What follows belongs to an exercise in optimizing a design on an open flow for small area and few clock cycles per item; a production flow would make more cautious choices.
Function was checked by simulation only, so behaviour that the tests miss may differ from the original.

==> flow/design.v, too long to show whole: its modules and the start of the top module <==
// module dsp_mac_pipe: 1033 lines
module dsp_mac_pipe (
  input  logic               CLK,
  input  logic               RSTN,
  input  logic               IN_VALID,
  output logic               IN_READY,
  input  logic signed [17:0] A,
  input  logic signed [17:0] B,
  input  logic signed [17:0] D,
  input  logic signed [47:0] C,
  input  logic [3:0]         OPMODE,
  output logic               OUT_VALID,
  input  logic               OUT_READY,
  output logic signed [47:0] P,
  output logic               CARRYOUT,
  output logic               OVERFLOW
);
  // ...
==> flow/flow/run.sh <==
#!/bin/bash
# The standard ORFS layout (the standard.sh), with these changes:
# - the port buffers that global placement inserts on every input and output
#   are sky130_fd_sc_hd__buf_1 instead of the tool's default pick; timing
#   repair still resizes any of them that need more drive;
# - Yosys's synth runs without its early "abc -fast" pass, so the full adders
#   that ORFS extracts keep the polarity the RTL writes them in (the final ABC
#   mapping and everything else are unchanged);
# - clock tree synthesis uses smaller clock buffers, larger sink clusters and
#   no dummy loads.
set -euo pipefail
bash standard.sh "BUFFER_PORTS_ARGS=-buffer_cell sky130_fd_sc_hd__buf_1" "SYNTH_ARGS=-noabc" \
  "CTS_ARGS=-sink_clustering_enable -repair_clock_nets -buf_list {sky130_fd_sc_hd__clkbuf_4 sky130_fd_sc_hd__clkbuf_8} -sink_clustering_size 30 -sink_clustering_max_diameter 100 -dont_use_dummy_load" \
  finish > standard.log 2>&1
==> flow/standard.sh <==
#!/bin/bash
# synth_recipe.tcl (not shown) runs the flow's synth.tcl, then flattens the netlist and writes it again
# the make line also repeats each setting of config.mk as NAME=value (left out here)
make -C /OpenROAD-flow-scripts/flow DESIGN_CONFIG=/design/flow/config.mk WORK_HOME=/design/flow/orfs CLKGATE_MAP_FILE= SYNTH_SCRIPT=/design/flow/synth_recipe.tcl "${@:-finish}"
==> flow/config.mk <==
export PLATFORM = sky130hd
export DESIGN_NAME = dsp_mac_pipe
export DESIGN_NICKNAME = dsp_mac_pipe
export VERILOG_FILES = /design/flow/design.v
export SDC_FILE = /design/flow/constraint.sdc
export NUM_CORES = 4
export LEC_CHECK = 0
export CAP_MARGIN = 20
export CORE_MARGIN = 2
export CORE_UTILIZATION = 40
export SLEW_MARGIN = 20
==> flow/constraint.sdc <==
create_clock -name core_clock -period 7.0 [get_ports {CLK}]
set_input_delay 1.4000 -clock core_clock [delete_from_list [all_inputs] [get_ports {CLK}]]
set_output_delay 1.4000 -clock core_clock [all_outputs]
set_load 0.01 [all_outputs]
==> flow_results.org, run 1 <==
** Routing
- WL/cell :: 20.1 um
- Length of routed wiring on met1 :: 17600 um

** Clock network
- Number of cells upsized or downsized after cts :: 0
- Clock sinks :: 143
- Clock latency on the worst-skew pair, taken at its later pin, is 0.51 ns.
- Clock transition at path regs :: 0.10 ns

** Synthesis
- Counting every instance in the synthesized netlist gives 1335.
- Of the total synthesized cell area, the portion taken by full adders, half adders and majority gates is 0.305.
- Of the total synthesized cell area, the portion taken by XOR and XNOR cells is 0.151.
- The average instance in the mapped netlist occupies 11.3 sq um.
- Counting every net in the synthesized netlist gives 1707.
- Synth Area in Simple Gates :: 0.0706
- By count the netlist is led by sky130_fd_sc_hd__xnor2_1, sky130_fd_sc_hd__fa_1, sky130_fd_sc_hd__edfxtp_1.
- Number of synthesized register bits :: 143

** Floorplanning
- 162 I/O pins were placed.
- Placement row count :: 71
- Die Area :: 39200 sq um
- Standard cell core area :: 37300 sq um

** Setup path
- Worst setup startpoint :: cnt_q[0]
- Setup crit end :: co_q
- Arrival time at the worst endpoint :: 6.98 ns

** Cells and area
- # diodes :: 0
- Layout cells sized above 1 :: 0.0751
- Once layout is done, the placed cells without fillers occupy 16600 sq um.
- Across the whole layout, storage elements account for 4260 sq um.
- Clock tree cell share of total cell area :: 0.0141
- Summing all multi-input logic gate instances after layout gives 10300 sq um.
- Regs by FF count :: c1_q: 48 flops, r_q: 48 flops, pre1_q: 19 flops

** Timing
- Slew HR :: 0.441

** Min path
- Worst hold path stage count :: 1

** Placed design
- PortBufs :: 161
- GPL Wtd Cong :: 0.885

** Outcome
- Run status :: finished clean
Testbench counts, summed over its fixed seeds: cycles 32,062, items 32,046.
==> run 2: changes to the inputs <==
--- a/flow/flow/run.sh
+++ b/flow/flow/run.sh
@@ -8,7 +8,11 @@
 #   mapping and everything else are unchanged);
 # - clock tree synthesis uses smaller clock buffers, larger sink clusters and
-#   no dummy loads.
+#   no dummy loads;
+# - after synthesis, the steps that insert buffers may not use the plain
+#   buffers above 2x drive (the platform's don't-use list is kept).
 set -euo pipefail
-bash standard.sh "BUFFER_PORTS_ARGS=-buffer_cell sky130_fd_sc_hd__buf_1" "SYNTH_ARGS=-noabc" \
-  "CTS_ARGS=-sink_clustering_enable -repair_clock_nets -buf_list {sky130_fd_sc_hd__clkbuf_4 sky130_fd_sc_hd__clkbuf_8} -sink_clustering_size 30 -sink_clustering_max_diameter 100 -dont_use_dummy_load" \
-  finish > standard.log 2>&1
+ARGS=("BUFFER_PORTS_ARGS=-buffer_cell sky130_fd_sc_hd__buf_1" "SYNTH_ARGS=-noabc"
+  "CTS_ARGS=-sink_clustering_enable -repair_clock_nets -buf_list {sky130_fd_sc_hd__clkbuf_4 sky130_fd_sc_hd__clkbuf_8} -sink_clustering_size 30 -sink_clustering_max_diameter 100 -dont_use_dummy_load")
+bash standard.sh "${ARGS[@]}" synth > standard_synth.log 2>&1
+DU="sky130_fd_sc_hd__probe_p_8 sky130_fd_sc_hd__probec_p_8 sky130_fd_sc_hd__lpflow_bleeder_1 sky130_fd_sc_hd__lpflow_clkbufkapwr_1 sky130_fd_sc_hd__lpflow_clkbufkapwr_16 sky130_fd_sc_hd__lpflow_clkbufkapwr_2 sky130_fd_sc_hd__lpflow_clkbufkapwr_4 sky130_fd_sc_hd__lpflow_clkbufkapwr_8 sky130_fd_sc_hd__lpflow_clkinvkapwr_1 sky130_fd_sc_hd__lpflow_clkinvkapwr_16 sky130_fd_sc_hd__lpflow_clkinvkapwr_2 sky130_fd_sc_hd__lpflow_clkinvkapwr_4 sky130_fd_sc_hd__lpflow_clkinvkapwr_8 sky130_fd_sc_hd__lpflow_decapkapwr_12 sky130_fd_sc_hd__lpflow_decapkapwr_3 sky130_fd_sc_hd__lpflow_decapkapwr_4 sky130_fd_sc_hd__lpflow_decapkapwr_6 sky130_fd_sc_hd__lpflow_decapkapwr_8 sky130_fd_sc_hd__lpflow_inputiso0n_1 sky130_fd_sc_hd__lpflow_inputiso0p_1 sky130_fd_sc_hd__lpflow_inputiso1n_1 sky130_fd_sc_hd__lpflow_inputiso1p_1 sky130_fd_sc_hd__lpflow_inputisolatch_1 sky130_fd_sc_hd__lpflow_isobufsrc_1 sky130_fd_sc_hd__lpflow_isobufsrc_16 sky130_fd_sc_hd__lpflow_isobufsrc_2 sky130_fd_sc_hd__lpflow_isobufsrc_4 sky130_fd_sc_hd__lpflow_isobufsrc_8 sky130_fd_sc_hd__lpflow_isobufsrckapwr_16 sky130_fd_sc_hd__lpflow_lsbuf_lh_hl_isowell_tap_1 sky130_fd_sc_hd__lpflow_lsbuf_lh_hl_isowell_tap_2 sky130_fd_sc_hd__lpflow_lsbuf_lh_hl_isowell_tap_4 sky130_fd_sc_hd__lpflow_lsbuf_lh_isowell_4 sky130_fd_sc_hd__lpflow_lsbuf_lh_isowell_tap_1 sky130_fd_sc_hd__lpflow_lsbuf_lh_isowell_tap_2 sky130_fd_sc_hd__lpflow_lsbuf_lh_isowell_tap_4 sky130_fd_sc_hd__buf_4 sky130_fd_sc_hd__buf_6 sky130_fd_sc_hd__buf_8 sky130_fd_sc_hd__buf_12 sky130_fd_sc_hd__buf_16"
+bash standard.sh "${ARGS[@]}" "DONT_USE_CELLS=$DU" finish > standard.log 2>&1
==> flow_results.org, run 2 <==
** Clock network
- Number of buffers created by CTS :: 17
- The insertion delay to the later sink of the worst-skew pair came to 0.50 ns (about the same).
- The clock tree synthesis step divided the H-tree into 4 levels.
- The cell sitting at the root of the clock tree is a sky130_fd_sc_hd__clkbuf_8.
- Clock transition at path regs :: 0.10 ns (about the same)
- Maximum buffer depth of the clock tree :: 2
- TritonCTS built the clock tree.
- Clock sinks :: 143 (unchanged)

** Synthesis
- Async set or reset register ratio after synthesis :: 0.0420
- The most used flip-flop cell after synthesis is sky130_fd_sc_hd__edfxtp_1.
- Number of distinct library cells after synthesis :: 63
- Post-synthesis instance total :: 1335 (unchanged)
- Ys Warns :: 1
- In this run, synthesis inferred 137 flip-flops with an integrated enable.
- Among all cell types in the netlist, the one instantiated most often is sky130_fd_sc_hd__xnor2_1.
- Area contributors post-synth :: sky130_fd_sc_hd__edfxtp_1, sky130_fd_sc_hd__fa_1, sky130_fd_sc_hd__xnor2_1, sky130_fd_sc_hd__ha_1, sky130_fd_sc_hd__o22ai_1
- The mapped netlist covers 15000 sq um.
- The mean instance size in the synthesized netlist was 11.3 sq um (unchanged).
- Of the post-synthesis cell area, the dominant cell type holds 0.273.
- The net count of the mapped netlist is 1707 (unchanged).
- Share of synthesized area occupied by flip-flops and latches :: 0.283
- By count the netlist is led by sky130_fd_sc_hd__xnor2_1, sky130_fd_sc_hd__fa_1, sky130_fd_sc_hd__edfxtp_1.
- The number of synthesized register bits was 143 (unchanged).
- Largest area contributor in the netlist :: sky130_fd_sc_hd__edfxtp_1

** Setup path
- Measured in cells, the most critical reg-to-reg path has a length of 23.
- In this run the worst path has a maximum fanout of 6.
- Critical setup path kind :: register to register
- Launching element type of the critical path :: register
- Arrival time at the worst endpoint :: 6.97 ns (about the same)
- The worst setup path is captured at a register.
- Data on the critical path is required at its endpoint by 7.27 ns.

** Floorplanning
- The initial utilization of the core area, before any placement, comes to 0.403.
- IO Count :: 162 (unchanged)
- In this run the horizontal extent of the chip is 198 um.
- Die Area :: 39200 sq um (unchanged)
- Placement row count :: 71 (unchanged)
- Standard cell core area :: 37300 sq um (unchanged)
- Die height :: 198 um

** Routing
- The routed length per instance came to 21.0 um (+4.7%).
- Summed over all layers, the routed wires come to 41600 um.
- Mean number of vias per cell :: 5.52
- For this block, the initial DRC count from the detailed router was 684.
- In the routed design, unresolved DRC markers number 0.
- The detail route stage leaves a number of antenna-violating nets equal to 0.
- Detailed-router iteration count before antenna repair :: 7
- Vias post-DR :: 10900

** Timing
- Clock Skew :: 0.0380 ns
- Setup repair after global routing missed its margin :: no
- Minimum clock period :: 6.70 ns
- Final critical-path share of the clock period :: 0.957
- Sum of negative setup slack :: 0 ns
- The worst slew margin relative to its limit is 0.349 (-0.0922).
- Achievable frequency :: 0.149 GHz
- The count of pins over their slew limit came to 0.
- Transition time of the tightest slew-check pin :: 0.977 ns
- Count of endpoints failing hold in the final timing report :: 0
- Setup violations remaining at the end of the flow were counted as 0.

** Flow run
- Across the run, the number of max-cap violations was 0.

** Global route
- The first global-routing pass estimated 65500 um of wire.
- The number of antenna violations at the first check in global routing came to 0.
- Overall global routing resource usage :: 0.221
- Total gr overflow :: 0
- The number of global-route vias before repair is 11500.
- Pin count of the biggest net entering global routing :: 67

** Cells and area
- Most common library cell in the layout ignoring fill and taps :: sky130_fd_sc_hd__xnor2_1
- Top library cells by usage in the layout, fill and taps aside :: sky130_fd_sc_hd__xnor2_1, sky130_fd_sc_hd__fa_1, sky130_fd_sc_hd__buf_1
- The largest registers in the layout are c1_q: 48 flops, r_q: 48 flops, pre1_q: 19 flops.
- # diodes :: 0 (unchanged)
- Fill cells :: 3540
- Relative to the synthesized area, the layout overhead comes to 13.6%.
- Count of nets after finishing :: 1882
- The layout cell share with drive strength beyond 1 is 0.0690 (-0.00609).
- For this run, the number of standard cells in the final layout without fillers is 1982.

** Placed design
- HPWL after DPL :: 32500 um
- PortBufs :: 161 (unchanged)
- The number of placed instances, taps included, is 1958.
- GPL Wtd Cong :: 0.922 (+4.2%)

** Min path
- The path class of the tightest hold or removal check is register to register.
- Worst hold path stage count :: 1 (unchanged)

** Outcome
- Run status :: finished clean
run 2: changes by cell type in the layout (fill, tap and decap cells not counted), moves of 3 or more:
cell	change
sky130_fd_sc_hd__nand2_4	+3
sky130_fd_sc_hd__clkdlybuf4s18_2	+16
sky130_fd_sc_hd__buf_4	-50
sky130_fd_sc_hd__bufbuf_8	+16
sky130_fd_sc_hd__nand2_1	-3
sky130_fd_sc_hd__buf_2	+3
sky130_fd_sc_hd__dlygate4sd1_1	+40
run 2: cell type report:
class	count	area, sq um	area share
multi-input combinational	1046	10300	0.603
sequential	143	4270	0.250
timing repair buffer	239	1460	0.0851
tap	474	593	0.0347
inverter	63	236	0.0138
clock buffer	17	234	0.0137
run 2: critical path, stage by stage (launching register included):
cell                       delay [ns]
sky130_fd_sc_hd__dfrtp_2         0.44
sky130_fd_sc_hd__inv_1           0.08
sky130_fd_sc_hd__ha_1            0.19
sky130_fd_sc_hd__nand2_4         0.10
sky130_fd_sc_hd__nand2_4         0.15
sky130_fd_sc_hd__mux2_2          0.36
sky130_fd_sc_hd__ha_1            0.28
sky130_fd_sc_hd__ha_1            0.21
sky130_fd_sc_hd__fa_1            0.39
sky130_fd_sc_hd__fa_1            0.41
sky130_fd_sc_hd__fa_1            0.40
sky130_fd_sc_hd__fa_1            0.40
sky130_fd_sc_hd__fa_2            0.36
sky130_fd_sc_hd__fa_1            0.40
sky130_fd_sc_hd__fa_1            0.40
sky130_fd_sc_hd__nand2_1         0.10
sky130_fd_sc_hd__nor2_1          0.11
sky130_fd_sc_hd__a311o_1         0.35
sky130_fd_sc_hd__a31o_1          0.29
sky130_fd_sc_hd__o2111a_2        0.30
sky130_fd_sc_hd__o211ai_4        0.21
sky130_fd_sc_hd__nand2_2         0.10
sky130_fd_sc_hd__nor4_2          0.22
sky130_fd_sc_hd__and4bb_1        0.24
run 2: kinds of logic after synthesis:
group	count (synthesis)	share of synthesized area
AO/OA/AOI/OAI	272	0.119
adder cells (fa/ha/maj)	262	0.305
XOR/XNOR	260	0.151
AND/OR/NAND/NOR	202	0.0706
buffers and inverters	147	0.0368
flip-flops	143	0.283
multiplexers	49	0.0345
run 2: timing repair:
| action | CTS | global route |
|---|---|---|
| setup buffers | 0 | 6 |
| setup endpoints to repair | 0 | 15 |
| hold buffers | 0 | 0 |
| gates resized for setup | 0 | 18 |
run 2: worst paths after layout:
| kind | to | startpoint | slack, ns |
|---|---|---|---|
| max | co_q | cnt_q[0] | 0.30 |
| min | cnt_q[3] | cnt_q[3] | 0.55 |
| max reg2reg | co_q | cnt_q[0] | 0.30 |
| min reg2reg | cnt_q[3] | cnt_q[3] | 0.55 |
| max in group asynchronous | cnt_q[0] | RSTN | 5.92 |
| min in group asynchronous | vld_q | RSTN | 0.78 |
run 2: through the flow:
stage,area [sq um],setup WS (ns),hold slack [ns],utilization
after floorplan,15000,0.414,0.469,-
after global placement,16800,0.154,0.498,0.449
after detailed placement,16800,0.0216,0.520,0.449
after CTS,17000,0.0462,0.530,0.455
after global routing,17100,0.00605,0.547,0.458
final,17100,0.300,0.548,0.458
run 2: layer usage:
metal	global-route usage	share of wire
met5	0	0
met4	0.0710	0.025
met3	0.0421	0.055
met2	0.361	0.47
met1	0.296	0.45

-- re-timing with driven ports --
Ports are ideal in the flow. The routed layouts listed here were re-timed in OpenROAD. Step 1, drivers: a clkbuf_16 drives CLK and a buf_2 each remaining input, both assumed. Step 2 moves the port delays by t, midway between the first and last clock arrival at a register: inputs arrive t later, outputs are due t later. That takes back most of the time a late clock gives input paths. Three values: ideal ports, drivers, drivers and shift; two values: the first two.
run | t, ns | setup slack, ns | hold WS [ns] | worst setup path after step 2
run 1 | 0.534 | 0.299 / 0.299 / 0.299 | 0.508 / 0.508 / 0.508 | register to register
run 2 | 0.534 | 0.300 / 0.300 / 0.300 | 0.548 / 0.548 / 0.548 | register to register
After both steps every run listed still meets setup and hold.
